Source: an optimization exercise on an open RTL-to-GDS flow (aim: small area, a short achievable clock period and few clock cycles per item). Production flows keep margins and buffers that such runs may drop.

== red ==
## fp_addsub_top
module fp_addsub_top (
  input  logic        clk,
  input  logic        rst_n,
  input  logic        in_req,
  output logic        in_ack,
  input  logic [64:0] in_op,      
  output logic        out_req,
  input  logic        out_ack,
  output logic [34:0] out_res     
);
Size in the first run: about 150 flip-flops, about 110 I/O pins, ~0.012 mm2 of cells after synthesis.
Settings: LEC_CHECK=0, ABC_AREA=1, CAP_MARGIN=20, CORE_MARGIN=2, CORE_UTILIZATION=40, CTS_BUF_LIST=sky130_fd_sc_hd__clkbuf_8, SETUP_SLACK_MARGIN=3.6, SLEW_MARGIN=20, TNS_END_PERCENT=5, BUFFER_PORTS_ARGS=-buffer_cell sky130_fd_sc_hd__buf_1; clock period 6.5 ns.
standard.sh (not shown) runs the stock make flow with config.mk's settings and CLKGATE_MAP_FILE= SYNTH_SCRIPT=/design/flow/synth_recipe.tcl, a recipe that flattens the netlist after the stock synthesis.
==> flow/flow/run.sh <==
#!/bin/bash
set -e
echo 'export BUFFER_PORTS_ARGS = -buffer_cell sky130_fd_sc_hd__buf_1' >> config.mk
bash standard.sh > standard.log 2>&1
### red -> blue
-- flow/design.v --
<<< red, line 78
  logic [7:0]  d_ab, d_ba, d_abm1;
  logic [4:0]  sh_ab, sh_ba;
  logic [3:0]  s10_a, s32_a;
  logic        sign_a, subx_a;
  logic [7:0]  l_e_a;
>>> blue, line 78
  logic [7:0]  d_ab, d_ba, d_abm1;
  logic [4:0]  sh_ab, sh_ba;
  logic        sign_a, subx_a;
  logic [7:0]  l_e_a;
<<< red, line 96
    sign_a = swap ? (b_s ^ op_sub) : a_s;
    subx_a = a_s ^ b_s ^ op_sub;
    l_e_a  = swap ? b_e : a_e;
    l_f_a  = swap ? b_f : a_f;
    s_nz   = a_nz & b_nz;
>>> blue, line 95
    sign_a = swap ? (b_s ^ op_sub) : a_s;
    subx_a = a_s ^ b_s ^ op_sub;
    l_e_a  = a_ge_e ? a_e : b_e;                
    l_f_a  = swap ? b_f : a_f;
    s_nz   = a_nz & b_nz;
<<< red, line 103
    sh_ba  = (~s_nz | (|d_ba[7:5]) | (d_ba[4:0] > 5'd26)) ? 5'd27 : d_ba[4:0];
    sh_a   = a_ge_e ? sh_ab : sh_ba;
    for (int k = 0; k < 4; k++) begin
      s10_a[k] = a_ge_e ? (sh_ab[1:0] == 2'(k)) : (sh_ba[1:0] == 2'(k));
      s32_a[k] = a_ge_e ? (sh_ab[3:2] == 2'(k)) : (sh_ba[3:2] == 2'(k));
    end
  end
  logic        sign1, subx1;
>>> blue, line 102
    sh_ba  = (~s_nz | (|d_ba[7:5]) | (d_ba[4:0] > 5'd26)) ? 5'd27 : d_ba[4:0];
    sh_a   = a_ge_e ? sh_ab : sh_ba;
  end
  logic        sign1, subx1;
<<< red, line 113
  logic [23:0] s_m1;
  logic [4:0]  sh1;
  logic [3:0]  s10_1, s32_1;
  logic        s4_1;
  always_ff @(posedge clk) begin
    sign1 <= sign_a;
>>> blue, line 108
  logic [23:0] s_m1;
  logic [4:0]  sh1;
  always_ff @(posedge clk) begin
    sign1 <= sign_a;
<<< red, line 121
    l_f1  <= l_f_a;
    s_m1  <= s_m_a;
    s10_1 <= s10_a;
    s32_1 <= s32_a;
    s4_1  <= sh_a[4];
  end
  logic [26:0] s_sh, al, sx, sy, sz;
  logic        sticky, c_b;
  logic [26:0] s_b;
  logic [27:0] sum_b;
  always_comb begin
    sh1    = {s4_1, s32_1[3] | s32_1[2], s32_1[3] | s32_1[1], s10_1[3] | s10_1[2], s10_1[3] | s10_1[1]};
    sx     = {s_m1, 3'b000};
    for (int i = 0; i < 27; i++) begin
      sy[i] = 1'b0;
      for (int k = 0; k < 4; k++) if (i + k < 27) sy[i] = sy[i] | (s10_1[k] & sx[i + k]);
    end
    for (int i = 0; i < 27; i++) begin
      sz[i] = 1'b0;
      for (int k = 0; k < 4; k++) if (i + 4 * k < 27) sz[i] = sz[i] | (s32_1[k] & sy[i + 4 * k]);
    end
    for (int i = 0; i < 27; i++) s_sh[i] = s4_1 ? ((i + 16 < 27) ? sz[i + 16] : 1'b0) : sz[i];
    sticky = 1'b0;
    for (int j = 0; j < 24; j++) begin
>>> blue, line 114
    l_f1  <= l_f_a;
    s_m1  <= s_m_a;
    sh1   <= sh_a;
  end
  logic [26:0] s_sh, al;
  logic        sticky, c_b;
  logic [26:0] s_b;
  logic [27:0] sum_b;
  always_comb begin
    s_sh   = {s_m1, 3'b000} >> sh1;
    sticky = 1'b0;
    for (int j = 0; j < 24; j++) begin
## What came out
- Synthesized area (blue vs. red) decreases by a few percent
- Compared to red, blue has fewer flip-flops.
- The largest fanout on the critical path of blue is lower than that of red.
- blue vs red, met3 layer wire length in the routed design went down by 38%.
- Comparing well-tap cell count for red and blue, the smaller number came from blue.
No run of this note included a check of the RTL's function; only the layout flow was run.

-- static timing again, ports no longer ideal --
No port has a modelled driver above. Below, the same layouts with a new extraction and two added sets of constraints. Step 1, drivers: a clkbuf_16 drives clk and a buf_2 each remaining input, both assumed. Step 2 adds t to the input delays and takes it off the output delays; t is the mean of the earliest and latest rising clock arrival at the registers after step 1. Input paths then give back, and output paths get back, about the clock's delay inside the block. Three values: no drivers, after step 1, after step 2; two values: the first two.
| run | t (ns) | slack for setup (ns) | worst setup path after step 2 | worst data-port slew with drivers (ns) |
|---|---|---|---|---|
| red | 0.546 | 3.153 / 3.153 / 2.615 | input to register | 0.06 |
| blue | 0.522 | 2.982 / 2.982 / 2.678 | input to register | 0.04 |
After both steps setup and hold are still met in every run listed. For red, which loses most, drivers alone change the setup slack by 0.000 ns; drivers and shift together by -0.538 ns.
